Background: an optimization exercise with open tools, aiming at small area, a short achievable clock period and few clock cycles. Do not read the settings as production practice. RTL that was checked went through simulation tests only; none was proved equivalent to the original. For runs 2 to 4, only the layout was checked, not whether the RTL still works. Power is estimated from default activity; no workload was simulated.

==> design/flow/design.v <==
`default_nettype none
package rmedf_pkg;
  localparam int TASKS  = 8;
  localparam int SLOT_W = 3;
  localparam int NS_W   = 4;
  localparam int ID_W   = 4;
  localparam int TICK_W = 16;
  localparam int VAL_W  = 16;
  localparam int CNT_W  = 16;
  localparam int DL_W   = TICK_W + 1;
  localparam int OUT_W  = 32;
  localparam int ADDR_W = 4;
  localparam int DATA_W = 32;
  localparam logic [ID_W-1:0] NONE_ID = 4'd8;
  localparam logic [1:0] OP_LOAD   = 2'd0;
  localparam logic [1:0] OP_TICK   = 2'd1;
  localparam logic [1:0] OP_FINISH = 2'd2;
  localparam logic [2:0] TAG_IDLE = 3'd0;
  localparam logic [2:0] TAG_FIN  = 3'd1;
  localparam logic [2:0] TAG_LOST = 3'd2;
  localparam logic [2:0] TAG_PRE  = 3'd3;
  localparam logic [2:0] TAG_CUT  = 3'd4;
  localparam logic [15:0] SLIMIT_RESET = 16'd4096;
  function automatic logic le18(input logic [17:0] a, input logic [17:0] b);
    logic [31:0] lt, eq;
    lt = '0;
    eq = '1;
    for (int k = 0; k < 18; k++) begin
      lt[k] = ~a[k] & b[k];
      eq[k] = ~(a[k] ^ b[k]);
    end
    for (int w = 16; w >= 1; w = w / 2) begin
      for (int k = 0; k < w; k++) begin
        lt[k] = lt[2*k+1] | (eq[2*k+1] & lt[2*k]);
        eq[k] = eq[2*k+1] & eq[2*k];
      end
    end
    le18 = lt[0] | eq[0];
  endfunction
endpackage
`default_nettype wire
`default_nettype none
module rmedf_mod (
  input  wire logic        clk,
  input  wire logic        rst_n,
  input  wire logic        start,
  input  wire logic [15:0] dividend,
  input  wire logic [15:0] divisor,
  output logic             done,
  output logic [15:0]      rem
);
  logic [15:0] rem_r;
  logic [15:0] div_r;
  logic [3:0]  cnt_r;
  logic        run_r;
  logic        done_r;
  logic [16:0] trial;
  logic [16:0] diff;
  assign trial = {rem_r, dividend[~cnt_r]};
  assign diff  = trial - {1'b0, div_r};
  always_ff @(posedge clk) begin
    if (!rst_n) begin
      run_r  <= 1'b0;
      done_r <= 1'b0;
    end else begin
      done_r <= run_r && (cnt_r == 4'd15);
      if (start) run_r <= 1'b1;
      else if (cnt_r == 4'd15) run_r <= 1'b0;
    end
  end
  always_ff @(posedge clk) begin
    if (start) begin
      cnt_r <= '0;
      rem_r <= '0;
      div_r <= divisor;
    end else if (run_r) begin
      cnt_r <= cnt_r + 1'b1;
      rem_r <= diff[16] ? trial[15:0] : diff[15:0];
    end
  end
  assign done = done_r;
  assign rem  = rem_r;
endmodule
`default_nettype wire
`default_nettype none
module rmedf_slot (
  input  wire logic        clk,
  input  wire logic        in_n,        
  input  wire logic        policy,      
  input  wire logic        wrap,        
  input  wire logic        own,         
  input  wire logic [15:0] own_rem,     
  input  wire logic        own_rz0,     
  input  wire logic        own_rz1,     
  input  wire logic [15:0] done_bus,    
  input  wire logic        clr,         
  input  wire logic        act_clr,     
  input  wire logic        tick_en,
  input  wire logic        ld_en,
  input  wire logic [15:0] ld_per,
  input  wire logic [15:0] ld_bur,
  input  wire logic [15:0] ld_dl,
  input  wire logic        ph_wr,
  input  wire logic [15:0] ph_val,
  input  wire logic        ph_val0,     
  input  wire logic        fin_en,
  input  wire logic        kill_wr,
  input  wire logic [15:0] kill_bus,
  output logic [17:0]      key,
  output logic             elig,
  output logic             fin,         
  output logic             lst,         
  output logic [15:0]      rem_q,
  output logic             kf,
  output logic [15:0]      done,
  output logic [15:0]      lost,
  output logic [15:0]      killed
);
  logic [15:0] per, bur, dl;
  logic [15:0] phase, rem;
  logic [17:0] rdl;
  logic        active;
  logic        pnz_r, bz_r, b1_r, ph0_r, rz0_r, rz1_r, rdz_r;
  logic        rel, remz, dlhit, active1;
  logic [15:0] ph_inc, rem_e;
  logic [17:0] rdl1;
  assign rel     = in_n && pnz_r && ph0_r;
  assign ph_inc  = phase + 16'd1;
  assign remz    = own ? rz1_r : rz0_r;
  assign rem_e   = own ? own_rem : rem;
  assign fin     = own && remz;
  assign dlhit   = in_n && active && !remz && rdz_r;
  assign lst     = !fin && dlhit;
  assign active1 = rel || (active && !fin && !dlhit);
  assign rdl1    = rel ? {2'b00, dl} : rdl;
  assign key     = policy ? {~rdl1[17], rdl1[16:0]} : {2'b10, per};
  assign elig    = in_n && active1 && (rel ? !bz_r : !remz);
  assign rem_q   = rem;
  always_ff @(posedge clk) begin
    if (ld_en) begin
      per   <= ld_per;
      bur   <= ld_bur;
      dl    <= ld_dl;
      pnz_r <= (ld_per != '0);
      bz_r  <= (ld_bur == '0);
      b1_r  <= (ld_bur == 16'd1);
    end
  end
  always_ff @(posedge clk) begin
    if (ph_wr) begin
      phase <= ph_val;
      ph0_r <= ph_val0;
    end else if (tick_en && pnz_r) begin
      phase <= (wrap || (ph_inc == per)) ? 16'd0 : ph_inc;
      ph0_r <= wrap || (ph_inc == per) || (ph_inc == '0);
    end
  end
  always_ff @(posedge clk) begin
    if (tick_en) begin
      rem   <= rel ? bur : rem_e;
      rz0_r <= rel ? bz_r : (own ? own_rz0 : rz0_r);
      rz1_r <= rel ? b1_r : (own ? own_rz1 : rz1_r);
      rdl   <= rdl1 + (wrap ? 18'h0FFFF : 18'h3FFFF);
      rdz_r <= wrap ? (rdl1 == 18'h30001) : (rdl1 == 18'h00001);
    end
  end
  always_ff @(posedge clk) begin
    if (act_clr) active <= 1'b0;
    else if (tick_en) active <= active1;
  end
  always_ff @(posedge clk) begin
    if (fin_en) kf <= in_n && active && !remz;
  end
  always_ff @(posedge clk) begin
    if (clr || (tick_en && fin)) done <= done_bus;
    if (clr || kill_wr) killed <= kill_bus;
    if (clr) lost <= '0;
    else if (tick_en && lst) lost <= lost + 16'd1;
  end
endmodule
`default_nettype wire
`default_nettype none
module rm_edf_tick_scheduler (
  input  wire logic                          clk,
  input  wire logic                          rst_n,
  input  wire logic                          start,
  output logic                               busy,
  input  wire logic [1:0]                    in_operation,
  input  wire logic [rmedf_pkg::SLOT_W-1:0]  in_task_index,
  input  wire logic [rmedf_pkg::VAL_W-1:0]   in_period,
  input  wire logic [rmedf_pkg::VAL_W-1:0]   in_burst,
  input  wire logic [rmedf_pkg::VAL_W-1:0]   in_deadline,
  output logic                               out_valid,
  output logic                               out_kind,
  output logic [rmedf_pkg::ID_W-1:0]         out_task_id,
  output logic                               out_seg_valid,
  output logic [rmedf_pkg::ID_W-1:0]         out_seg_task,
  output logic [rmedf_pkg::OUT_W-1:0]        out_seg_start,
  output logic [rmedf_pkg::OUT_W-1:0]        out_seg_end,
  output logic [2:0]                         out_seg_tag,
  output logic                               out_trace_full,
  output logic [rmedf_pkg::OUT_W-1:0]        out_count_complete,
  output logic [rmedf_pkg::OUT_W-1:0]        out_count_lost,
  output logic [rmedf_pkg::OUT_W-1:0]        out_count_killed,
  output logic                               out_last,
  input  wire logic                          psel,
  input  wire logic                          penable,
  input  wire logic                          pwrite,
  input  wire logic [rmedf_pkg::ADDR_W-1:0]  paddr,
  input  wire logic [rmedf_pkg::DATA_W-1:0]  pwdata,
  output logic [rmedf_pkg::DATA_W-1:0]       prdata,
  output logic                               pready
);
  localparam logic [3:0] NONE_ID = rmedf_pkg::NONE_ID;
  logic        policy_r;
  logic [3:0]  tcount_r;
  logic [15:0] slimit_r;
  logic        cfg_wr;
  logic [15:0] tick_r;
  logic [3:0]  owner_r;
  logic [15:0] since_r;
  logic [15:0] segcnt_r;
  logic        ldm_r;         
  logic [2:0]  ldslot_r;
  logic        fpend_r;       
  logic        tot_r;         
  logic [2:0]  ts_r;          
  logic        ov_r;
  logic [3:0]  id_r;
  logic        sv_r;
  logic [3:0]  stask_r;
  logic [15:0] sstart_r;
  logic [15:0] send_r;
  logic [2:0]  stag_r;
  logic        full_r;
  logic        last_r;
  logic [15:0] cc_r, cl_r, ck_r;
  logic        accept, do_tick, do_load, do_fin;
  logic [3:0]  n_eff;
  logic        tick0;
  logic        mod_done;
  logic [15:0] mod_rem;
  assign accept  = start && !busy;
  assign do_load = accept && (in_operation == rmedf_pkg::OP_LOAD);
  assign do_tick = accept && (in_operation == rmedf_pkg::OP_TICK);
  assign do_fin  = accept && (in_operation == rmedf_pkg::OP_FINISH);
  assign busy    = ldm_r || fpend_r;
  assign n_eff   = tcount_r[3] ? 4'd8 : tcount_r;
  assign tick0   = (tick_r == '0);
  assign pready = 1'b1;
  assign cfg_wr = psel && penable && pwrite;
  always_ff @(posedge clk) begin
    if (!rst_n) begin
      policy_r <= 1'b0;
      tcount_r <= '0;
      slimit_r <= rmedf_pkg::SLIMIT_RESET;
    end else if (cfg_wr) begin
      case (paddr[3:2])
        2'd0: policy_r <= pwdata[0];
        2'd1: tcount_r <= pwdata[3:0];
        2'd2: slimit_r <= pwdata[15:0];
        default: ;
      endcase
    end
  end
  logic [15:0] prd_r;
  always_ff @(posedge clk) begin
    if (psel && !penable) begin
      case (paddr[3:2])
        2'd0:    prd_r <= {15'd0, policy_r};
        2'd1:    prd_r <= {12'd0, tcount_r};
        2'd2:    prd_r <= slimit_r;
        default: prd_r <= '0;
      endcase
    end
  end
  assign prdata = {16'd0, prd_r};
  rmedf_mod u_mod (
    .clk      (clk),
    .rst_n    (rst_n),
    .start    (do_load && !tick0),
    .dividend (tick_r),
    .divisor  (in_period),
    .done     (mod_done),
    .rem      (mod_rem)
  );
  logic [17:0] key  [8];
  logic [7:0]  elig, fin, lst, kf, win, own, in_n;
  logic [15:0] rem_c  [8];
  logic [15:0] done_c [8];
  logic [15:0] lost_c [8];
  logic [15:0] kill_c [8];
  logic [15:0] own_rem, done_bus, kill_bus;
  logic [2:0]  csel;
  logic [15:0] done_s;
  logic        ph_wr_any;
  logic [2:0]  ph_slot;
  logic        wrap;
  assign ph_wr_any = (do_load && tick0) || mod_done;
  assign ph_slot   = mod_done ? ldslot_r : in_task_index;
  assign wrap      = (tick_r == 16'hFFFF);
  assign own_rem  = rem_c[owner_r[2:0]] - 16'd1;
  assign csel     = fpend_r ? kw : owner_r[2:0];
  assign done_s   = done_c[csel];
  assign done_bus = (do_load || !rst_n) ? 16'd0 : done_s + 16'd1;
  for (genvar i = 0; i < 8; i++) begin : g_slot
    assign in_n[i] = (4'(i) < n_eff);
    assign own[i]  = (owner_r == 4'(i));
    rmedf_slot u_slot (
      .clk      (clk),
      .in_n     (in_n[i]),
      .policy   (policy_r),
      .wrap     (wrap),
      .own      (own[i]),
      .own_rem  (own_rem),
      .own_rz0  (own_rem == 16'd0),
      .own_rz1  (own_rem == 16'd1),
      .done_bus (done_bus),
      .clr      (!rst_n || (do_load && (in_task_index == 3'(i)))),
      .act_clr  (!rst_n || do_fin),
      .tick_en  (do_tick),
      .ld_en    (do_load && (in_task_index == 3'(i))),
      .ld_per   (in_period),
      .ld_bur   (in_burst),
      .ld_dl    (in_deadline),
      .ph_wr    (do_fin || (ph_wr_any && (ph_slot == 3'(i)))),
      .ph_val   (mod_done ? mod_rem : 16'd0),
      .ph_val0  (!mod_done || (mod_rem == 16'd0)),
      .fin_en   (do_fin),
      .kill_wr  (fpend_r && (kw == 3'(i))),
      .kill_bus (kill_bus),
      .key      (key[i]),
      .elig     (elig[i]),
      .fin      (fin[i]),
      .lst      (lst[i]),
      .rem_q    (rem_c[i]),
      .kf       (kf[i]),
      .done     (done_c[i]),
      .lost     (lost_c[i]),
      .killed   (kill_c[i])
    );
  end
  logic [7:0] le [8];
  logic [3:0] best;
  logic       none_w;
  always_comb begin
    for (int i = 0; i < 8; i++) le[i] = '0;
    for (int i = 0; i < 8; i++)
      for (int j = i + 1; j < 8; j++)
        le[i][j] = rmedf_pkg::le18(key[i], key[j]);
    for (int i = 0; i < 8; i++) begin
      win[i] = elig[i];
      for (int j = 0; j < 8; j++) begin
        if (j < i) win[i] = win[i] && (!elig[j] || !le[j][i]);
        if (j > i) win[i] = win[i] && (!elig[j] || le[i][j]);
      end
    end
    none_w  = (elig == '0);
    best[3] = none_w;
    best[2] = win[4] | win[5] | win[6] | win[7];
    best[1] = win[2] | win[3] | win[6] | win[7];
    best[0] = win[1] | win[3] | win[5] | win[7];
  end
  logic        own_fin, own_lost, same, chg, s_ok, seg_room;
  logic [2:0]  s_tag;
  logic        full_n;
  assign own_fin  = |(fin & own);
  assign own_lost = |(lst & own);
  assign same     = |(own & win) || (none_w && (owner_r == NONE_ID));
  assign chg      = do_fin || own_fin || own_lost || !same;
  assign seg_room = (segcnt_r < slimit_r);
  assign s_ok     = chg && (tick_r > since_r) && seg_room;
  assign full_n   = s_ok ? ((segcnt_r + 16'd1) == slimit_r) : !seg_room;
  always_comb begin
    if (do_fin)        s_tag = (owner_r != NONE_ID) ? rmedf_pkg::TAG_CUT : rmedf_pkg::TAG_IDLE;
    else if (own_fin)  s_tag = rmedf_pkg::TAG_FIN;
    else if (own_lost) s_tag = rmedf_pkg::TAG_LOST;
    else               s_tag = (owner_r != NONE_ID) ? rmedf_pkg::TAG_PRE : rmedf_pkg::TAG_IDLE;
  end
  logic [2:0]  tsn, kw;
  logic [15:0] kill_s;
  logic        kf_s;
  assign kw       = tot_r ? tsn : 3'd0;
  assign kill_s   = kill_c[kw];
  assign kf_s     = kf[kw];
  assign kill_bus = (do_load || !rst_n) ? 16'd0 : kill_s + {15'd0, kf_s};
  assign tsn      = ts_r + 3'd1;
  always_ff @(posedge clk) begin
    if (!rst_n) begin
      tick_r   <= '0;
      owner_r  <= NONE_ID;
      since_r  <= '0;
      segcnt_r <= '0;
      ldm_r    <= 1'b0;
      fpend_r  <= 1'b0;
      tot_r    <= 1'b0;
      ov_r     <= 1'b0;
    end else begin
      if (do_load && !tick0) ldm_r <= 1'b1;
      else if (mod_done)     ldm_r <= 1'b0;
      if (do_tick) begin
        tick_r   <= tick_r + 16'd1;
        owner_r  <= best;
        if (chg) since_r <= tick_r;
        if (s_ok) segcnt_r <= segcnt_r + 16'd1;
      end else if (do_fin) begin
        tick_r   <= '0;
        owner_r  <= NONE_ID;
        since_r  <= '0;
        segcnt_r <= '0;
      end
      ov_r <= do_tick || do_fin || fpend_r;
      if (do_fin) begin
        fpend_r <= (n_eff != '0);
        tot_r   <= 1'b0;
      end else if (fpend_r) begin
        tot_r   <= 1'b1;
        fpend_r <= !((tot_r ? {1'b0, tsn} : 4'd0) + 4'd1 == n_eff);
      end else begin
        tot_r   <= 1'b0;
      end
    end
  end
  always_ff @(posedge clk) begin
    if (do_load && !tick0) ldslot_r <= in_task_index;
    if (fpend_r) begin
      ts_r <= kw;
      cc_r <= done_s;
      cl_r <= lost_c[kw];
      ck_r <= kill_bus;
    end
    if (do_tick || do_fin) begin
      id_r     <= do_fin ? NONE_ID : best;
      sv_r     <= s_ok;
      stask_r  <= owner_r;
      sstart_r <= since_r;
      send_r   <= tick_r;
      stag_r   <= s_tag;
      full_r   <= full_n;
      last_r   <= do_tick || (n_eff == '0);
    end else if (fpend_r) begin
      id_r     <= {1'b0, tot_r ? tsn : 3'd0};
      sv_r     <= 1'b0;
      last_r   <= ((tot_r ? {1'b0, tsn} : 4'd0) + 4'd1 == n_eff);
    end
  end
  assign out_valid          = ov_r;
  assign out_kind           = tot_r;
  assign out_task_id        = id_r;
  assign out_seg_valid      = sv_r;
  assign out_seg_task       = sv_r ? stask_r : NONE_ID;
  assign out_seg_start      = {16'd0, sv_r ? sstart_r : 16'd0};
  assign out_seg_end        = {16'd0, sv_r ? send_r : 16'd0};
  assign out_seg_tag        = sv_r ? stag_r : rmedf_pkg::TAG_IDLE;
  assign out_trace_full     = full_r;
  assign out_count_complete = {16'd0, tot_r ? cc_r : 16'd0};
  assign out_count_lost     = {16'd0, tot_r ? cl_r : 16'd0};
  assign out_count_killed   = {16'd0, tot_r ? ck_r : 16'd0};
  assign out_last           = last_r;
endmodule
`default_nettype wire
==> design/flow/run.sh <==
#!/bin/bash
# synth_recipe.tcl (not shown) runs the flow's synth.tcl, then flattens the netlist and writes it again
# the make line also repeats each setting of config.mk as NAME=value (left out here)
make -C /OpenROAD-flow-scripts/flow DESIGN_CONFIG=/design/flow/config.mk WORK_HOME=/design/flow/orfs CLKGATE_MAP_FILE= SYNTH_SCRIPT=/design/flow/synth_recipe.tcl finish
==> design/flow/config.mk <==
export PLATFORM = sky130hd
export DESIGN_NAME = rm_edf_tick_scheduler
export DESIGN_NICKNAME = rm_edf_tick_scheduler
export VERILOG_FILES = /design/flow/design.v
export SDC_FILE = /design/flow/constraint.sdc
export NUM_CORES = 4
export LEC_CHECK = 0
export CAP_MARGIN = 20
export CORE_MARGIN = 2
export CORE_UTILIZATION = 40
export SETUP_SLACK_MARGIN = 5
export SLEW_MARGIN = 20
==> design/flow/constraint.sdc <==
create_clock -name core_clock -period 10.0 [get_ports {clk}]
set_input_delay 2.0000 -clock core_clock [delete_from_list [all_inputs] [get_ports {clk}]]
set_output_delay 2.0000 -clock core_clock [all_outputs]
set_load 0.01 [all_outputs]
==> results of run 1 <==
==> cell usage after synthesis (32+ instances only) <==
master / count / area [um2]
xnor2_1: 276 / 2420
a211oi_1: 65 / 488
buf_4: 107 / 803
and2_1: 136 / 851
or3_1: 51 / 319
clkbuf_1: 200 / 751
a21oi_1: 487 / 2440
inv_1: 258 / 968
edfxtp_1: 1236 / 37100
nand3b_1: 33 / 248
o22ai_1: 149 / 932
nand4_1: 153 / 957
o211ai_1: 53 / 398
nand2_1: 547 / 2050
nor2b_1: 49 / 307
a31oi_1: 36 / 225
dfxtp_1: 235 / 4700
and3_1: 92 / 576
nor4_1: 51 / 319
nand3_1: 250 / 1250
mux2i_1: 217 / 2170
ha_1: 606 / 7580
nand2b_1: 43 / 269
nor2_1: 801 / 3010
o21a_1: 41 / 308
nor3_1: 151 / 756
buf_2: 37 / 185
a222oi_1: 32 / 320
a221oi_1: 33 / 289
o21ai_0: 258 / 1290
a21o_1: 67 / 503
xor2_1: 299 / 2620
==> report_power, final <==
part	internal (uW)	switching (uW)
Sequential	6840	136
Combinational	473	735
Clock	3720	2640
==> repair_timing <==
item,in CTS,in global routing
endpoints found under the setup margin,129,193
gates cloned,22,2
resized for setup,525,178
setup buffers,141,99
pin swaps,69,84
==> how the worst max path moves through the flow <==
stage                 from                    end  slack [ns]  depth (start not counted)
6_report       tcount_r[2]           segcnt_r[10]        4.81                         21
5_1_grt        tcount_r[2]           segcnt_r[10]        4.78                         21
4_1_cts        tcount_r[3]           segcnt_r[10]        4.99                         23
3_5_place_dp   tcount_r[2]           segcnt_r[10]        2.30                         17
3_3_place_gp   tcount_r[2]           segcnt_r[10]        2.44                         17
2_1_floorplan        start  g_slot[1].u_slot.b1_r        4.84                          5
==> worst reg2reg max path, stage by stage, from the launching register on <==
cell	delay, ns
dfxtp_4	0.42
buf_6	0.17
nor2_4	0.37
nor3_4	0.09
buf_6	0.15
buf_16	0.15
mux2i_4	0.25
a21oi_4	0.37
inv_2	0.14
ha_4	0.18
a211oi_2	0.24
o211ai_1	0.12
o211ai_1	0.30
nand3_2	0.21
or3_1	0.40
nand4_1	0.14
nor3_1	0.07
nand4b_1	0.21
buf_6	0.18
o31a_4	0.41
or4_4	0.43
a21boi_2	0.12
==> through the flow <==
stage / total power (uW) / hold slack [ns] / util / worst slack, ns
finish: 14500 / 0.461 / 0.486 / 4.81
global route: 15000 / 0.481 / 0.486 / 4.78
CTS: 14600 / 0.465 / 0.477 / 4.99
detailed placement: 8210 / 0.452 / 0.428 / 2.30
global placement: 8180 / 0.453 / 0.428 / 2.44
floorplan: 7820 / 0.403 / - / 4.84
==> area by class of cell <==
class                           count  area (um2)  share of cell area
Antenna cell                        9        22.5            0.000229
Clock buffer                      202        4380              0.0446
Inverter                          261        1030              0.0105
Sequential cell                  1471       41800               0.426
Timing Repair Buffer              615        6110              0.0622
Multi-Input combinational cell   5496       40300               0.410
Clock inverter                    107        1280              0.0130
Tap cell                         2672        3340              0.0340
==> state kept, by name, summed over array words and instances, names as in the netlist, 128 cells and up <==
name                  count
g_slot.u_slot.rdl       144
g_slot.u_slot.per       128
g_slot.u_slot.done      128
g_slot.u_slot.phase     128
g_slot.u_slot.killed    128
g_slot.u_slot.dl        128
g_slot.u_slot.lost      128
g_slot.u_slot.rem       128
g_slot.u_slot.bur       128
==> kinds of logic (layout without fill, tap and decap cells) <==
logic type / after synthesis / in the layout / synth area share
and+or+nand+nor: 2484 / 2491 / 0.148
AOI/OAI and AO/OA: 1483 / 1487 / 0.116
DFF: 1471 / 1471 / 0.514
buffers and inverters: 637 / 1185 / 0.0358
adders and majority gates: 607 / 607 / 0.0934
xor gates and xnor gates: 577 / 577 / 0.0623
muxes: 237 / 237 / 0.0309
other: 2 / 106 / 0.0000922
==> per-layer routing <==
metal / wire length, um / global-route usage / vias up
li1: - / - / 28800
met1: 123000 / 0.376 / 31300
met2: 132000 / 0.433 / 2895
met3: 25300 / 0.0475 / 531
met4: 16600 / 0.143 / 6
met5: 37 / 0 / -
==> metrics.md, run 1 <==
| Metric | Value |
|---|---|
| Clock buffer depth | 3 |
| Num CTS Buffers | 165 |
| Area delta synth->final | 20.7% |
| Slew @ Worst Pin | 1.17 ns |
| H-tree depth | 4 |
| DRC | 0 |
| Post-place instance area | 86700 um2 |
| GR Util All Layers | 0.279 |
| RR Endpoint | segcnt_r[10] |
| Initial Util | 0.402 |
| Non-filler cells, final | 10800 |
| Layout cell share with drive strength beyond 1 | 0.151 |
| Vias | 63500 |
| Max_cap viols | 0 |
| Post-detail-place hpwl | 205000 um |
| Post-placement cell count | 10300 |
| Clock Latency Late Sink | 0.85 ns |
| Hold Buf Count CTS | 0 |
| CP cell instances | buf_6 -> nor2_4 -> nor3_4 -> buf_6 -> buf_16 -> mux2i_4 -> a21oi_4 -> inv_2 -> ha_4 -> a211oi_2 -> o211ai_1 -> o211ai_1 -> nand3_2 -> or3_1 -> nand4_1 -> nor3_1 -> nand4b_1 -> buf_6 -> o31a_4 -> or4_4 -> a21boi_2 |
| Commonest non-fill, non-tap cell in the layout | edfxtp_1 |
| Critical path class | reg2reg |
| Worst endpoint required time | 10.75 ns |
| Final Cycle Share | 0.519 |
| Final #Nets | 8712 |
| Post-route cell area | 98300 um2 |
| Post-route setup TNS | 0 ns |
| DR WL/cell | 27.4 um |
| Total gr overflow | 0 |
| Row Count | 165 |
| Outcome | timing/DRC/antenna clean |
| CP top delay family | simple AND/OR/NAND/NOR gates |
| Worst r2r path cells | 21 |
| FF-to-FF Start | tcount_r[2] |
| Pins Over Slew Limit | 0 |
| Post-synth ARST share | 0 |
| Synth warn | 10 |
| DRT iter0 DRCs | 7035 |
| Relative slew slack | 0.218 |
| Post-Syn Area | 81400 um2 |
| CTS tree | built |
| Clock Tree Root | clkbuf_16 |
| CTS Sinks | 1471 |
| Crit path DAT | 5.93 ns |
| WP buf/inv | 5 |
| Number of global-route vias before repair | 60800 |
| Mapped Cells | 7498 |
| Largest net degree at the start of global routing | 84 |
| Register area share after synthesis | 0.514 |
| Initial antenna violation count | 19 |
| Worst-path clk slew | 0.06 ns |
| Placer Congestion | 0.978 |
| Via-to-Cell Ratio | 5.87 |
| DRT Pass-1 Iters | 7 |
| Post-synth EDFFs | 1236 |
| CP Capture Type | flip-flop |
| Die area | 207000 um2 |
| DRT antenna net count | 0 |
| Power density over cell area | 148 nW/um2 |
| Fmax | 193 MHz |
| Netlist cell types | 113 |
| RSZ-0062 raised after global routing | yes |
| Final setup vio count | 0 |
| Largest fanout on the critical path | 7 |
| Largest stage delay on the critical path | 0.43 ns |
| PortBufs | 189 |
| Hold Path Sink | sstart_r[10] |
| Hold Crit Class | reg2reg |
| #FFs+latches synth | 1471 |
| Die height | 455 um |
| CP Launch Type | flip-flop |
| Die Wd | 455 um |
| Min Clock Period, post-route | 5.19 ns |
| Primary FF master, synth | edfxtp_1 |
| Peak VDD IR | 151 uV |
| Hold Crit Start | since_r[10] |
| Syn avg cell area | 10.9 um2 |
| Static leakage | 0.0355 uW |
| Ports | 305 |
| Hold depth | 0 |
| Commonest cells after routing, fill and taps aside | 1236 x edfxtp_1, 773 x nor2_1, 592 x ha_1 |
| R2R Setup Slk | 4.81 ns |
| DRT Wirelength | 297000 um |
| CP max stage cell | or4_4 |
| Clock Skew | 0.0659 ns |
| Most frequent cell on the critical path | buf_6 |
| Core area | 202000 um2 |
| Final Hold Fails | 0 |
| Global-route wire length before repair | 419000 um |
| Fillers | 18100 |
Testbench counts, summed over its fixed seeds: cycles 7,036.
==> run 2: changes to the inputs <==
--- a/design/flow/design.v
+++ b/design/flow/design.v
@@ -236,3 +236,2 @@
   logic        last_r;
-  logic [15:0] cc_r, cl_r, ck_r;
   logic        accept, do_tick, do_load, do_fin;
@@ -265,14 +264,10 @@
   end
-  logic [15:0] prd_r;
-  always_ff @(posedge clk) begin
-    if (psel && !penable) begin
-      case (paddr[3:2])
-        2'd0:    prd_r <= {15'd0, policy_r};
-        2'd1:    prd_r <= {12'd0, tcount_r};
-        2'd2:    prd_r <= slimit_r;
-        default: prd_r <= '0;
-      endcase
-    end
+  always_comb begin
+    case (paddr[3:2])
+      2'd0:    prdata = {31'd0, policy_r};
+      2'd1:    prdata = {28'd0, tcount_r};
+      2'd2:    prdata = {16'd0, slimit_r};
+      default: prdata = '0;
+    endcase
   end
-  assign prdata = {16'd0, prd_r};
   rmedf_mod u_mod (
@@ -302,3 +297,3 @@
   assign own_rem  = rem_c[owner_r[2:0]] - 16'd1;
-  assign csel     = fpend_r ? kw : owner_r[2:0];
+  assign csel     = tot_r ? ts_r : owner_r[2:0];
   assign done_s   = done_c[csel];
@@ -425,8 +420,3 @@
     if (do_load && !tick0) ldslot_r <= in_task_index;
-    if (fpend_r) begin
-      ts_r <= kw;
-      cc_r <= done_s;
-      cl_r <= lost_c[kw];
-      ck_r <= kill_bus;
-    end
+    if (fpend_r) ts_r <= tot_r ? tsn : 3'd0;
     if (do_tick || do_fin) begin
@@ -455,5 +445,5 @@
   assign out_trace_full     = full_r;
-  assign out_count_complete = {16'd0, tot_r ? cc_r : 16'd0};
-  assign out_count_lost     = {16'd0, tot_r ? cl_r : 16'd0};
-  assign out_count_killed   = {16'd0, tot_r ? ck_r : 16'd0};
+  assign out_count_complete = tot_r ? {16'd0, done_s} : '0;
+  assign out_count_lost     = tot_r ? {16'd0, lost_c[ts_r]} : '0;
+  assign out_count_killed   = tot_r ? {16'd0, kill_c[ts_r]} : '0;
   assign out_last           = last_r;
==> run 2 against run 1 <==
Effect of this change: final area down 1.4%; global-route usage is 1.2 points higher; register-to-register slack worse by 0.39 ns; via count up 2.0%; cell count is essentially flat; sequential share of layout area is 1.4 points lower; critical path type unchanged; synthesized cell count shrank 0.67%; combinational power barely moved; flip-flop and latch count fell by 64; largest cell class is now multi-input gates; fmax fell by 7.0%; first-iteration DRC count increased by 10%; critical path depth stayed put.
==> metrics.md, run 2 <==
| Metric | Value |
|---|---|
| Initial Util | 0.403 (was 0.402) |
| Sequential cell area | 39900 um2 (was 41800 um2) |
| RR Endpoint | segcnt_r[10] (unchanged) |
| Synth top cells by count | 1172 x edfxtp_1, 811 x nor2_1, 673 x nand2_1 (was 1236 x edfxtp_1, 801 x nor2_1, 606 x ha_1) |
| PortBufs | 189 (unchanged) |
| Worst-path clk slew | 0.06 ns (about the same) |
| Max_cap viols | 0 (unchanged) |
| Fillers | 17600 (was 18100) |
| Static leakage | 0.0358 uW (was 0.0355 uW) |
| DRT Wirelength | 307000 um (was 297000 um) |
| Yosys top cell area share | 0.441 (was 0.456) |
| Clock buffer depth | 3 (unchanged) |
| Post-synth ARST share | 0 (unchanged) |
| Commonest non-fill, non-tap cell in the layout | edfxtp_1 (unchanged) |
| Synth area leaders | edfxtp_1 44%, ha_1 9.6%, dfxtp_1 5.9%, nor2_1 3.8%, xor2_1 3.5% (was edfxtp_1 46%, ha_1 9.3%, dfxtp_1 5.8%, nor2_1 3.7%, xor2_1 3.2%) |
| Post-route setup TNS | 0 ns (unchanged) |
| Netlist cell types | 119 (was 113) |
| Ports | 305 (unchanged) |
| Post-detail-place hpwl | 206000 um (was 205000 um) |
| FF-to-FF Start | tcount_r[3] (was tcount_r[2]) |
| End point of the critical path | segcnt_r[10] (unchanged) |
| Register name with the most flops | g_slot.u_slot.rdl (unchanged) |
| CP cell instances | buf_12 -> o211ai_4 -> buf_6 -> mux2i_4 -> a21o_1 -> inv_1 -> ha_1 -> nand4_1 -> or3_1 -> o2111a_1 -> o22ai_1 -> o2bb2ai_1 -> nor4_2 -> a22o_1 -> a211o_1 -> o41ai_4 -> buf_4 -> buf_12 -> buf_8 -> a41oi_2 -> a311oi_2 (was buf_6 -> nor2_4 -> nor3_4 -> buf_6 -> buf_16 -> mux2i_4 -> a21oi_4 -> inv_2 -> ha_4 -> a211oi_2 -> o211ai_1 -> o211ai_1 -> nand3_2 -> or3_1 -> nand4_1 -> nor3_1 -> nand4b_1 -> buf_6 -> o31a_4 -> or4_4 -> a21boi_2) |
| DRT iter0 DRCs | 7770 (was 7035) |
| GR Util All Layers | 0.292 (was 0.279) |
| CP Capture Type | flip-flop (unchanged) |
| Clock Latency Late Sink | 0.86 ns (was 0.85 ns) |
| CP Launch Point | tcount_r[3] (was tcount_r[2]) |
| DRT antenna net count | 0 (unchanged) |
| Core area | 198000 um2 (was 202000 um2) |
| CTS Sinks | 1407 (was 1471) |
| Hold Buf Count CTS | 0 (unchanged) |
| Count leader, synth | edfxtp_1 (unchanged) |
| Number of global-route vias before repair | 62100 (was 60800) |
| Outcome | timing/DRC/antenna clean (unchanged) |
| Area of the multi-input gates | 40400 um2 (was 40300 um2) |
| Worst r2r path cells | 21 (unchanged) |
| Min Clock Period, post-route | 5.58 ns (was 5.19 ns) |
| Via-to-Cell Ratio | 5.99 (was 5.87) |
| Synth warn | 10 (unchanged) |
| Die area | 203000 um2 (was 207000 um2) |
| Relative slew slack | 0.108 (was 0.218) |
| Die Wd | 451 um (was 455 um) |
| Dpl ws | 2.17 ns (was 2.30 ns) |
| Clock Skew | 0.0772 ns (was 0.0659 ns) |
| Final #Nets | 8739 (was 8712) |
| Post-Syn Area | 79800 um2 (was 81400 um2) |
| Mapped Cells | 7448 (was 7498) |
| Fmax | 179 MHz (was 193 MHz) |
| CP max stage cell | mux2i_4 (was or4_4) |
| #FFs+latches synth | 1407 (was 1471) |
| Final Cycle Share | 0.558 (was 0.519) |
| Commonest cells after routing, fill and taps aside | 1172 x edfxtp_1, 789 x nor2_1, 620 x nand2_1 (was 1236 x edfxtp_1, 773 x nor2_1, 592 x ha_1) |
| Die height | 451 um (was 455 um) |
| Largest net degree at the start of global routing | 124 (was 84) |
| Max reg flops | 144 (unchanged) |
| Final setup vio count | 0 (unchanged) |
| Clock Tree Root | clkbuf_16 (unchanged) |
| Final Hold Fails | 0 (unchanged) |
| Most frequent cell on the critical path | buf_12 (was buf_6) |
| Peak VDD IR | 170 uV (was 151 uV) |
| Area delta synth->final | 21.5% (was 20.7%) |
| Row Count | 163 (was 165) |
| Synth area leader | edfxtp_1 (unchanged) |
| Worst endpoint required time | 10.76 ns (was 10.75 ns) |
| Final Worst Setup Slack | 4.42 ns (was 4.81 ns) |
| Pins Over Slew Limit | 0 (unchanged) |
| Global-route wire length before repair | 432000 um (was 419000 um) |
| Slew @ Worst Pin | 1.33 ns (was 1.17 ns) |
| H-tree depth | 4 (unchanged) |
| Hold Crit Class | reg2reg (unchanged) |
| Critical path class | reg2reg (unchanged) |
| Vias | 64800 (was 63500) |
| RSZ-0062 raised after global routing | yes (unchanged) |
| Power density over cell area | 141 nW/um2 (was 148 nW/um2) |
| Num CTS Buffers | 157 (was 165) |
| DRT Pass-1 Iters | 7 (unchanged) |
| CP Launch Type | flip-flop (unchanged) |
| R2R Setup Slk | 4.42 ns (was 4.81 ns) |
| Register area share after synthesis | 0.500 (was 0.514) |
| Placer Congestion | 0.984 (was 0.978) |
| Layout cell share with drive strength beyond 1 | 0.170 (was 0.151) |
| Crit path DAT | 6.34 ns (was 5.93 ns) |
| Total gr overflow | 0 (unchanged) |
| Post-synth EDFFs | 1172 (was 1236) |
| Largest fanout on the critical path | 15 (was 7) |
| DR WL/cell | 28.4 um (was 27.4 um) |
| Syn avg cell area | 10.7 um2 (was 10.9 um2) |
| Largest stage delay on the critical path | 0.41 ns (was 0.43 ns) |
| DRC | 0 (unchanged) |
| Initial antenna violation count | 23 (was 19) |
| Primary FF master, synth | edfxtp_1 (unchanged) |
| CTS tree | built (unchanged) |
-- run 2: changes by cell type after synthesis, moves of 21 or more --
cell	delta
nand2_1	+126
a21oi_1	-21
nor3_1	-21
nand3_1	-22
mux2i_1	-42
a41oi_1	+42
inv_1	-22
mux2_2	+60
a22oi_1	+22
and2_1	-37
o21ai_0	-40
edfxtp_1	-64
-- run 2: repair_timing --
| item | in CTS | in global routing |
|---|---|---|
| pin swaps | 123 | 98 |
| endpoints found under the setup margin | 360 | 156 |
| setup buffers | 205 | 78 |
| gates resized for setup | 776 | 202 |
| gates cloned | 34 | 3 |
-- run 2: power by group --
part           switching, uW  internal, uW
Combinational            749           475
Clock                   2550          3220
Sequential               153          6530
Total                   3450         10200
-- run 2: cell families after synthesis --
logic type               synth area share
adder cells (fa/ha/maj)            0.0961
AND/OR/NAND/NOR                     0.147
XOR/XNOR                           0.0638
multiplexers                       0.0352
buffers and inverters              0.0350
AO/OA/AOI/OAI                       0.122
flip-flops                          0.500
other                           0.0000942
-- run 2: critical path, delay by kind of cell (launching register included) --
family | cells | cell delay (ns)
flip-flops | 1 | 0.35
AND/OR/NAND/NOR | 3 | 0.65
multiplexers | 1 | 0.41
AO/OA/AOI/OAI | 10 | 2.63
adder cells (fa/ha/maj) | 1 | 0.35
buffers and inverters | 6 | 1.04
-- run 2: layer usage --
metal  share of wire  vias up  global-route usage
met5               0        -                   0
met4           0.064        0               0.166
met3           0.088      664              0.0506
met2            0.45     3316               0.456
met1            0.40    32100               0.382
li1                -    28800                   -
-- run 2: cell type report --
class | instances | area share
Multi-Input combinational cell | 5530 | 0.417
Sequential cell | 1407 | 0.412
Timing Repair Buffer | 693 | 0.0743
Clock buffer | 213 | 0.0442
Tap cell | 2640 | 0.0341
Inverter | 243 | 0.00965
Clock inverter | 79 | 0.00840
Antenna cell | 18 | 0.000465
-- run 2: worst min-delay path by stage --
| stage | from | endpoint | cells past startpoint |
|---|---|---|---|
| after floorplan | owner_r[0] | stask_r[0] | 0 |
| after global placement | since_r[14] | sstart_r[14] | 0 |
| after detailed placement | since_r[9] | sstart_r[9] | 0 |
| after CTS | since_r[10] | sstart_r[10] | 0 |
| after global routing | since_r[6] | sstart_r[6] | 0 |
| final | since_r[8] | sstart_r[8] | 0 |
-- run 2: metrics by stage --
stage                     total power (uW)  cells  hold WS [ns]  instance area (um2)  utilization
after global placement                7870  10200         0.454                85200        0.431
after global routing                 14100  10800         0.492                96800        0.490
after detailed placement              7910  10200         0.454                85300        0.431
after floorplan                       7500   7543         0.424                80200            -
final                                13700  10800         0.464                96900        0.490
after CTS                            13700  10700         0.466                95300        0.482
==> run 3: changes to the inputs <==
--- a/design/flow/design.v
+++ b/design/flow/design.v
@@ -92,4 +92,2 @@
   input  wire logic [15:0] own_rem,     
-  input  wire logic        own_rz0,     
-  input  wire logic        own_rz1,     
   input  wire logic [15:0] done_bus,    
@@ -104,3 +102,2 @@
   input  wire logic [15:0] ph_val,
-  input  wire logic        ph_val0,     
   input  wire logic        fin_en,
@@ -122,12 +119,12 @@
   logic        active;
-  logic        pnz_r, bz_r, b1_r, ph0_r, rz0_r, rz1_r, rdz_r;
-  logic        rel, remz, dlhit, active1;
+  logic        pnz, rel, remz, dlhit, active1;
   logic [15:0] ph_inc, rem_e;
   logic [17:0] rdl1;
-  assign rel     = in_n && pnz_r && ph0_r;
+  assign pnz     = (per != '0);
+  assign rel     = in_n && pnz && (phase == '0);
   assign ph_inc  = phase + 16'd1;
-  assign remz    = own ? rz1_r : rz0_r;
+  assign remz    = own ? (rem == 16'd1) : (rem == 16'd0);
   assign rem_e   = own ? own_rem : rem;
   assign fin     = own && remz;
-  assign dlhit   = in_n && active && !remz && rdz_r;
+  assign dlhit   = in_n && active && !remz && (rdl == '0);
   assign lst     = !fin && dlhit;
@@ -136,3 +133,3 @@
   assign key     = policy ? {~rdl1[17], rdl1[16:0]} : {2'b10, per};
-  assign elig    = in_n && active1 && (rel ? !bz_r : !remz);
+  assign elig    = in_n && active1 && (rel ? (bur != '0) : !remz);
   assign rem_q   = rem;
@@ -140,8 +137,5 @@
     if (ld_en) begin
-      per   <= ld_per;
-      bur   <= ld_bur;
-      dl    <= ld_dl;
-      pnz_r <= (ld_per != '0);
-      bz_r  <= (ld_bur == '0);
-      b1_r  <= (ld_bur == 16'd1);
+      per <= ld_per;
+      bur <= ld_bur;
+      dl  <= ld_dl;
     end
@@ -149,9 +143,4 @@
   always_ff @(posedge clk) begin
-    if (ph_wr) begin
-      phase <= ph_val;
-      ph0_r <= ph_val0;
-    end else if (tick_en && pnz_r) begin
-      phase <= (wrap || (ph_inc == per)) ? 16'd0 : ph_inc;
-      ph0_r <= wrap || (ph_inc == per) || (ph_inc == '0);
-    end
+    if (ph_wr) phase <= ph_val;
+    else if (tick_en && pnz) phase <= (wrap || (ph_inc == per)) ? 16'd0 : ph_inc;
   end
@@ -159,7 +148,4 @@
     if (tick_en) begin
-      rem   <= rel ? bur : rem_e;
-      rz0_r <= rel ? bz_r : (own ? own_rz0 : rz0_r);
-      rz1_r <= rel ? b1_r : (own ? own_rz1 : rz1_r);
-      rdl   <= rdl1 + (wrap ? 18'h0FFFF : 18'h3FFFF);
-      rdz_r <= wrap ? (rdl1 == 18'h30001) : (rdl1 == 18'h00001);
+      rem <= rel ? bur : rem_e;
+      rdl <= rdl1 + (wrap ? 18'h0FFFF : 18'h3FFFF);
     end
@@ -310,4 +296,2 @@
       .own_rem  (own_rem),
-      .own_rz0  (own_rem == 16'd0),
-      .own_rz1  (own_rem == 16'd1),
       .done_bus (done_bus),
@@ -322,3 +306,2 @@
       .ph_val   (mod_done ? mod_rem : 16'd0),
-      .ph_val0  (!mod_done || (mod_rem == 16'd0)),
       .fin_en   (do_fin),
==> run 3 against run 2 <==
Effect of this change: sequential power fell by 3.1%; cell count rose by 1.2%; die area fell by 1.0%; flip-flop and latch count fell by 56; clock power fell by 1%; count of clock-buffer cells in the layout fell by 26; fmax fell by 5.8%; via count rose by 2.6%; routed wire length fell by 0.18%; first-iteration DRC count rose by 1.0%; final area rose by 0.16%.
==> metrics.md, run 3 <==
| Metric | Value |
|---|---|
| DRC | 0 (unchanged) |
| Synth area leader | edfxtp_1 (unchanged) |
| Crit path DAT | 6.65 ns (was 6.34 ns) |
| Post-route setup TNS | 0 ns (unchanged) |
| Die area | 201000 um2 (was 203000 um2) |
| Critical path class | reg2reg (unchanged) |
| Die Wd | 448 um (was 451 um) |
| Final Power | 13400 uW (was 13700 uW) |
| Final Cycle Share | 0.592 (was 0.558) |
| Largest fanout on the critical path | 7 (was 15) |
| Max_cap viols | 0 (unchanged) |
| Area delta synth->final | 22.9% (was 21.5%) |
| Total gr overflow | 0 (unchanged) |
| Fmax | 169 MHz (was 179 MHz) |
| FF-to-FF Start | g_slot[6].u_slot.phase[0] (was tcount_r[3]) |
| DRT Wirelength | 307000 um (about the same) |
| Commonest cells after routing, fill and taps aside | 1116 x edfxtp_1, 794 x nor2_1, 576 x ha_1 (was 1172 x edfxtp_1, 789 x nor2_1, 620 x nand2_1) |
| CP Launch Type | flip-flop (unchanged) |
| Clock buffer depth | 3 (unchanged) |
| Slew @ Worst Pin | 1.25 ns (was 1.33 ns) |
| CTS tree | built (unchanged) |
| Static leakage | 0.0357 uW (was 0.0358 uW) |
| RSZ-0062 raised after global routing | yes (unchanged) |
| Placer Congestion | 1.03 (was 0.984) |
| Primary FF master, synth | edfxtp_1 (unchanged) |
| Min Clock Period, post-route | 5.92 ns (was 5.58 ns) |
| Final #Nets | 8877 (was 8739) |
| Post-synth ARST share | 0 (unchanged) |
| Net Sw Frac | 0.249 (was 0.252) |
| CP Capture Type | flip-flop (unchanged) |
| Layout cell share with drive strength beyond 1 | 0.182 (was 0.170) |
| H-tree depth | 4 (unchanged) |
| Relative slew slack | 0.163 (was 0.108) |
| Int Power | 10100 uW (was 10200 uW) |
| Netlist cell types | 91 (was 119) |
| Switching power | 3350 uW (was 3450 uW) |
| PortBufs | 189 (unchanged) |
| Via-to-Cell Ratio | 6.07 (was 5.99) |
| CTS Sinks | 1351 (was 1407) |
| Max reg flops | 144 (unchanged) |
| Row Count | 163 (unchanged) |
| Power density over cell area | 138 nW/um2 (was 141 nW/um2) |
| Count leader, synth | edfxtp_1 (unchanged) |
| Outcome | timing/DRC/antenna clean (unchanged) |
| Hold Crit Start | since_r[10] (was since_r[8]) |
| DRT iter0 DRCs | 7848 (was 7770) |
| Register name with the most flops | g_slot.u_slot.rdl (unchanged) |
| Yosys top cell area share | 0.425 (was 0.441) |
| Register area share after synthesis | 0.484 (was 0.500) |
| Synth warn | 10 (unchanged) |
| DRT Pass-1 Iters | 10 (was 7) |
| Synth area leaders | edfxtp_1 42%, ha_1 9.4%, dfxtp_1 6.0%, nor2_1 4.0%, xor2_1 3.5% (was edfxtp_1 44%, ha_1 9.6%, dfxtp_1 5.9%, nor2_1 3.8%, xor2_1 3.5%) |
| Ports | 305 (unchanged) |
| Register share of total power | 0.481 (was 0.489) |
| Hold Buf Count CTS | 0 (unchanged) |
| Hold Crit Class | reg2reg (unchanged) |
| Final Hold Fails | 0 (unchanged) |
| Largest net degree at the start of global routing | 114 (was 124) |
| Clock Tree Root | clkbuf_16 (unchanged) |
| DRT antenna net count | 0 (unchanged) |
| Clock Skew | 0.0802 ns (was 0.0772 ns) |
| Pins Over Slew Limit | 0 (unchanged) |
| Peak VDD IR | 147 uV (was 170 uV) |
| Global-route wire length before repair | 431000 um (was 432000 um) |
| Num CTS Buffers | 150 (was 157) |
| DR WL/cell | 28.0 um (was 28.4 um) |
| Post-detail-place hpwl | 216000 um (was 206000 um) |
| Clock share of power | 0.425 (was 0.422) |
| Die height | 448 um (was 451 um) |
| Comb pwr share | 0.094 (was 0.089) |
| Clock Latency Late Sink | 0.84 ns (was 0.86 ns) |
| Post-Syn Area | 78900 um2 (was 79800 um2) |
| Core area | 197000 um2 (was 198000 um2) |
| Post-synth EDFFs | 1116 (was 1172) |
| Mapped Cells | 7561 (was 7448) |
| Synth top cells by count | 1116 x edfxtp_1, 831 x nor2_1, 595 x ha_1 (was 1172 x edfxtp_1, 811 x nor2_1, 673 x nand2_1) |
| GR Util All Layers | 0.296 (was 0.292) |
| Initial Util | 0.401 (was 0.403) |
| Worst-path clk slew | 0.06 ns (about the same) |
| Commonest non-fill, non-tap cell in the layout | edfxtp_1 (unchanged) |
| #FFs+latches synth | 1351 (was 1407) |
| Initial antenna violation count | 30 (was 23) |
| Syn avg cell area | 10.4 um2 (was 10.7 um2) |
| Worst endpoint required time | 10.72 ns (was 10.76 ns) |
| Final setup vio count | 0 (unchanged) |
| CP Launch Point | g_slot[6].u_slot.phase[0] (was tcount_r[3]) |
| Number of global-route vias before repair | 63100 (was 62100) |
| Vias | 66500 (was 64800) |
## run 3: final cells by class
type	instances	area, um2
tap	2640	3300
fill	17700	99800
timing repair inverter	1	7.51
clock inverter	87	990
antenna	9	22.5
timing repair buffer	751	7310
sequential	1351	38200
clock buffer	187	4020
multi-input combinational	5670	42100
inverter	261	1010
## run 3: power groups by stage
| stage | Sequential (uW) | Combinational [uW] | Clock, uW |
|---|---|---|---|
| 4_1_cts | 6460 | 1200 | 5780 |
| 2_1_floorplan | 6510 | 786 | 0 |
| 3_3_place_gp | 6560 | 1100 | 0 |
| 5_1_grt | 6490 | 1360 | 5980 |
| 6_report | 6470 | 1260 | 5710 |
| 3_5_place_dp | 6570 | 1120 | 0 |
## run 3: layer usage
metal	up-vias	wire (um)	track usage
met4	4	19000	0.160
met3	690	28700	0.0457
met5	-	21	0
li1	29500	-	-
met1	32700	122000	0.395
met2	3642	137000	0.462
## run 3: cells by family after synthesis
family,share of synthesized area
and+or+nand+nor,0.158
buffers and inverters,0.0352
xor gates and xnor gates,0.0658
AOI/OAI and AO/OA,0.125
adders and majority gates,0.0956
other,0.0000951
DFF,0.484
muxes,0.0364
## run 3: stage by stage
step	setup slack, ns	hold slack (ns)	cells	instance area (um2)	utilization
after floorplan	4.78	0.431	7656	79800	-
after global placement	1.99	0.445	10300	84700	0.430
after detailed placement	1.88	0.452	10300	84700	0.430
after CTS	4.17	0.474	10800	95000	0.483
after global routing	3.91	0.487	10900	97000	0.493
final	4.08	0.473	11000	97000	0.493
## run 3: path summary, 6_finish.rpt
| path | end | slack, ns | cells past startpoint |
|---|---|---|---|
| worst max-delay path | segcnt_r[14] | 4.08 | 26 |
| worst min-delay path | sstart_r[10] | 0.47 | 0 |
| worst min register to register | sstart_r[10] | 0.47 | 0 |
| worst max register to register | segcnt_r[14] | 4.08 | 26 |
## run 3: worst max-delay path, stage by stage (launching register included)
cell       delay, ns
edfxtp_1        0.42
inv_2           0.10
ha_4            0.13
nor4b_4         0.22
nand4_1         0.16
buf_6           0.17
nor3_4          0.20
buf_6           0.19
buf_12          0.17
buf_12          0.11
mux2i_4         0.36
a21oi_4         0.10
ha_2            0.23
or3_4           0.36
a221o_1         0.29
a31o_2          0.25
a221o_1         0.38
o32ai_2         0.13
nor4bb_1        0.09
o211ai_1        0.21
a2bb2oi_2       0.16
o211ai_1        0.09
buf_4           0.16
o31a_4          0.41
buf_12          0.16
or4_4           0.47
o221ai_2        0.06
## run 3: repair_timing
action                                  4_1_cts  5_1_grt
endpoints found under the setup margin      405      254
gates cloned                                 20        3
pin swaps                                   120      107
buffers inserted                            252      108
gates resized for setup                     864      256
==> run 4: changes to the inputs <==
--- a/design/flow/design.v
+++ b/design/flow/design.v
@@ -407,6 +407,6 @@
       sv_r     <= s_ok;
-      stask_r  <= owner_r;
-      sstart_r <= since_r;
-      send_r   <= tick_r;
-      stag_r   <= s_tag;
+      stask_r  <= s_ok ? owner_r : NONE_ID;
+      sstart_r <= s_ok ? since_r : '0;
+      send_r   <= s_ok ? tick_r : '0;
+      stag_r   <= s_ok ? s_tag : rmedf_pkg::TAG_IDLE;
       full_r   <= full_n;
@@ -416,2 +416,6 @@
       sv_r     <= 1'b0;
+      stask_r  <= NONE_ID;
+      sstart_r <= '0;
+      send_r   <= '0;
+      stag_r   <= rmedf_pkg::TAG_IDLE;
       last_r   <= ((tot_r ? {1'b0, tsn} : 4'd0) + 4'd1 == n_eff);
@@ -423,6 +427,6 @@
   assign out_seg_valid      = sv_r;
-  assign out_seg_task       = sv_r ? stask_r : NONE_ID;
-  assign out_seg_start      = {16'd0, sv_r ? sstart_r : 16'd0};
-  assign out_seg_end        = {16'd0, sv_r ? send_r : 16'd0};
-  assign out_seg_tag        = sv_r ? stag_r : rmedf_pkg::TAG_IDLE;
+  assign out_seg_task       = stask_r;
+  assign out_seg_start      = {16'd0, sstart_r};
+  assign out_seg_end        = {16'd0, send_r};
+  assign out_seg_tag        = stag_r;
   assign out_trace_full     = full_r;
==> run 4 against run 3 <==
Effect of this change: utilization up 0.69 points; synthesized cell count up 1.4%; cell count increased by 0.77%; clock power up 2%; flip-flop and latch count did not move; final area increased by 1.7%; combinational power rose by 8%; first-iteration DRC count rose by 6.0%; critical path depth down 2; area after synthesis is 0.80% higher.
==> metrics.md, run 4 <==
| Metric | Value |
|---|---|
| Pins Over Slew Limit | 0 (unchanged) |
| Commonest non-fill, non-tap cell in the layout | edfxtp_1 (unchanged) |
| Die height | 450 um (was 448 um) |
| Crit path DAT | 6.40 ns (was 6.65 ns) |
| Register share of total power | 0.475 (was 0.481) |
| Global-route wire length before repair | 439000 um (was 431000 um) |
| Number of global-route vias before repair | 63600 (was 63100) |
| Max reg flops | 144 (unchanged) |
| Worst endpoint required time | 10.60 ns (was 10.72 ns) |
| Min Clock Period, post-route | 5.81 ns (was 5.92 ns) |
| Initial Util | 0.403 (was 0.401) |
| Power density over cell area | 138 nW/um2 (about the same) |
| Clock share of power | 0.425 (about the same) |
| Syn avg cell area | 10.4 um2 (about the same) |
| RSZ-0062 raised after global routing | yes (unchanged) |
| Final #Nets | 8958 (was 8877) |
| Worst-path clk slew | 0.06 ns (about the same) |
| Post-route setup TNS | 0 ns (unchanged) |
| Hold Buf Count CTS | 0 (unchanged) |
| Area delta synth->final | 24.0% (was 22.9%) |
| Core area | 197000 um2 (about the same) |
| Clock Skew | 0.0871 ns (was 0.0802 ns) |
| Netlist cell types | 106 (was 91) |
| Primary FF master, synth | edfxtp_1 (unchanged) |
| Post-synth EDFFs | 1116 (unchanged) |
| Total gr overflow | 0 (unchanged) |
| Final Hold Fails | 0 (unchanged) |
| Num CTS Buffers | 155 (was 150) |
| DRT Pass-1 Iters | 8 (was 10) |
| Switching power | 3500 uW (was 3350 uW) |
| Via-to-Cell Ratio | 6.10 (was 6.07) |
| Relative slew slack | 0.171 (was 0.163) |
| Synth top cells by count | 1116 x edfxtp_1, 892 x nor2_1, 595 x ha_1 (was 1116 x edfxtp_1, 831 x nor2_1, 595 x ha_1) |
| #FFs+latches synth | 1351 (unchanged) |
| Clock Latency Late Sink | 0.87 ns (was 0.84 ns) |
| Final setup vio count | 0 (unchanged) |
| Register name with the most flops | g_slot.u_slot.rdl (unchanged) |
| Post-detail-place hpwl | 212000 um (was 216000 um) |
| Comb pwr share | 0.100 (was 0.094) |
| Outcome | timing/DRC/antenna clean (unchanged) |
| Clock Tree Root | clkbuf_16 (unchanged) |
| Register area share after synthesis | 0.480 (was 0.484) |
| CTS tree | built (unchanged) |
| Static leakage | 0.0358 uW (was 0.0357 uW) |
| Worst r2r path cells | 24 (was 26) |
| Row Count | 163 (unchanged) |
| Largest net degree at the start of global routing | 68 (was 114) |
| Vias | 67300 (was 66500) |
| CTS Sinks | 1351 (unchanged) |
| Synth area leaders | edfxtp_1 42%, ha_1 9.4%, dfxtp_1 5.9%, nor2_1 4.2%, xor2_1 3.5% (was edfxtp_1 42%, ha_1 9.4%, dfxtp_1 6.0%, nor2_1 4.0%, xor2_1 3.5%) |
| Critical path class | reg2reg (unchanged) |
| Int Power | 10100 uW (about the same) |
| Placer Congestion | 0.988 (was 1.03) |
| CP Capture Type | flip-flop (unchanged) |
| Die area | 202000 um2 (was 201000 um2) |
| Final Cycle Share | 0.581 (was 0.592) |
| Synth warn | 10 (unchanged) |
| DR WL/cell | 28.1 um (was 28.0 um) |
| PortBufs | 189 (unchanged) |
| Yosys top cell area share | 0.421 (was 0.425) |
| Slew @ Worst Pin | 1.23 ns (was 1.25 ns) |
| Commonest cells after routing, fill and taps aside | 1116 x edfxtp_1, 867 x nor2_1, 576 x ha_1 (was 1116 x edfxtp_1, 794 x nor2_1, 576 x ha_1) |
| Non-filler cells, final | 11000 (about the same) |
| DRT iter0 DRCs | 8321 (was 7848) |
| Worst hold margin | 0.460 ns (was 0.473 ns) |
| Post-synth ARST share | 0 (unchanged) |
| DRT antenna net count | 0 (unchanged) |
| Mapped Cells | 7666 (was 7561) |
| Peak VDD IR | 183 uV (was 147 uV) |
| Clock buffer depth | 3 (unchanged) |
| Ports | 305 (unchanged) |
| H-tree depth | 4 (unchanged) |
| Hold depth | 1 (was 0) |
| Post-Syn Area | 79600 um2 (was 78900 um2) |
| DRT Wirelength | 310000 um (was 307000 um) |
| DRC | 0 (unchanged) |
| Synth area leader | edfxtp_1 (unchanged) |
| Max_cap viols | 0 (unchanged) |
| Hold Crit Class | reg2reg (unchanged) |
| Die Wd | 450 um (was 448 um) |
| Fillers | 17600 (was 17700) |
| Layout cell share with drive strength beyond 1 | 0.192 (was 0.182) |
| CP Launch Type | flip-flop (unchanged) |
| GR Util All Layers | 0.294 (was 0.296) |
| Initial antenna violation count | 21 (was 30) |
| Count leader, synth | edfxtp_1 (unchanged) |
| Post-placement cell count | 10400 (was 10300) |
| Net Sw Frac | 0.256 (was 0.249) |
| Fmax | 172 MHz (was 169 MHz) |
| Largest fanout on the critical path | 6 (was 7) |
[run 4: cell types whose count changed after synthesis, moves of 24 or more]
cell / change
nor3_1: +33
nor2_1: +61
nor3_2: +28
a311oi_1: +24
o21ai_0: -24
a21oi_1: -25
a31oi_1: +32
and2_1: -38
[run 4: per-stage QoR]
| stage | instance area [um2] | setup WS, ns | utilization | power [uW] |
|---|---|---|---|---|
| floorplan | 80700 | 4.65 | - | 7350 |
| global placement | 85400 | 1.99 | 0.433 | 7730 |
| detailed placement | 85400 | 2.04 | 0.433 | 7760 |
| CTS | 96800 | 4.35 | 0.490 | 13600 |
| global route | 98700 | 4.08 | 0.500 | 14000 |
| finish | 98700 | 4.19 | 0.500 | 13600 |
[run 4: area by class of cell]
cell class | count | area, um2 | area share
Antenna cell | 6 | 15.0 | 0.000152
Clock buffer | 192 | 4100 | 0.0415
Clock inverter | 93 | 1020 | 0.0103
Inverter | 268 | 1030 | 0.0104
Multi-Input combinational cell | 5751 | 43200 | 0.437
Sequential cell | 1351 | 38300 | 0.388
Tap cell | 2640 | 3300 | 0.0335
Timing Repair Buffer | 740 | 7800 | 0.0790
[run 4: worst max-delay path, stage by stage (launching register included)]
cell	delay (ns)
edfxtp_1	0.45
or4_4	0.53
nand4b_4	0.22
nor3_4	0.18
buf_12	0.15
buf_8	0.14
mux2i_4	0.10
a21oi_4	0.36
inv_2	0.10
ha_1	0.31
o21a_1	0.17
o21a_1	0.18
o221ai_2	0.21
nand3b_1	0.26
a221oi_4	0.47
nand2_1	0.16
nor4b_4	0.19
o21ai_1	0.08
o211ai_1	0.17
a211oi_4	0.25
buf_12	0.17
a31oi_4	0.10
buf_12	0.20
buf_12	0.13
or3_1	0.29
[run 4: power by group through the flow]
stage	clock (uW)	combinational, uW	sequential (uW)
3_3_place_gp	0	1160	6570
3_5_place_dp	0	1180	6580
5_1_grt	6080	1470	6500
2_1_floorplan	0	822	6530
6_report	5810	1360	6480
4_1_cts	5860	1300	6470
[run 4: metal layers]
metal	GRT usage	part of all wire	wire length, um	up-vias
li1	-	-	-	29700
met1	0.386	0.39	122000	32800
met2	0.449	0.44	136000	3899
met3	0.0678	0.11	32600	836
met4	0.158	0.061	18800	8
met5	0	0.00019	58	-
[run 4: final timing paths]
check                                          startpoint         end  slack [ns]
worst min-delay path                           since_r[7]  since_r[7]        0.46
worst max-delay path            g_slot[3].u_slot.phase[2]  stask_r[3]        4.19
worst max register to register  g_slot[3].u_slot.phase[2]  stask_r[3]        4.19
worst min register to register                 since_r[7]  since_r[7]        0.46
[run 4: cells by family after synthesis]
| logic type | synth area share |
|---|---|
| buffers and inverters | 0.0365 |
| xor gates and xnor gates | 0.0645 |
| DFF | 0.480 |
| AOI/OAI and AO/OA | 0.123 |
| adders and majority gates | 0.0957 |
| other | 0.0000944 |
| and+or+nand+nor | 0.163 |
| muxes | 0.0367 |
[run 4: what timing repair did]
action                     in CTS  in global routing
resized for setup             899                256
setup endpoints to repair     366                305
pin swaps                     157                 95
cloned                         33                  7
setup buffers                 252                 84

## separate check: timing with driven ports
Ports are ideal in the flow. The routed layouts listed here were re-timed in OpenROAD. Step 1 assumes that a clkbuf_16 drives the clock port and a buf_2 every other input. Step 2, shift: input delay + t, output delay - t, t = (earliest + latest rising clock arrival at the registers) / 2. This alone moves slack from input paths to output paths. a / b / c = ideal / step 1 / step 2; a / b = the first two.
| run | t, ns | setup WS [ns] | hold slack, ns | latest minus earliest clock arrival (ns) |
|---|---|---|---|---|
| run 1 | 0.911 | 4.811 / 4.811 / 4.364 | 0.461 / 0.461 / 0.461 | 0.068 / 0.068 |
| run 2 | 0.921 | 4.421 / 4.421 / 4.210 | 0.464 / 0.464 / 0.464 | 0.080 / 0.080 |
| run 3 | 0.908 | 4.075 / 4.075 / 4.075 | 0.473 / 0.473 / 0.473 | 0.081 / 0.081 |
| run 4 | 0.919 | 4.192 / 4.192 / 4.192 | 0.460 / 0.460 / 0.460 | 0.088 / 0.088 |
After both steps setup and hold are still met in every run listed. For run 1, which loses most, drivers alone change the setup slack by 0.000 ns; drivers and shift together by -0.447 ns.
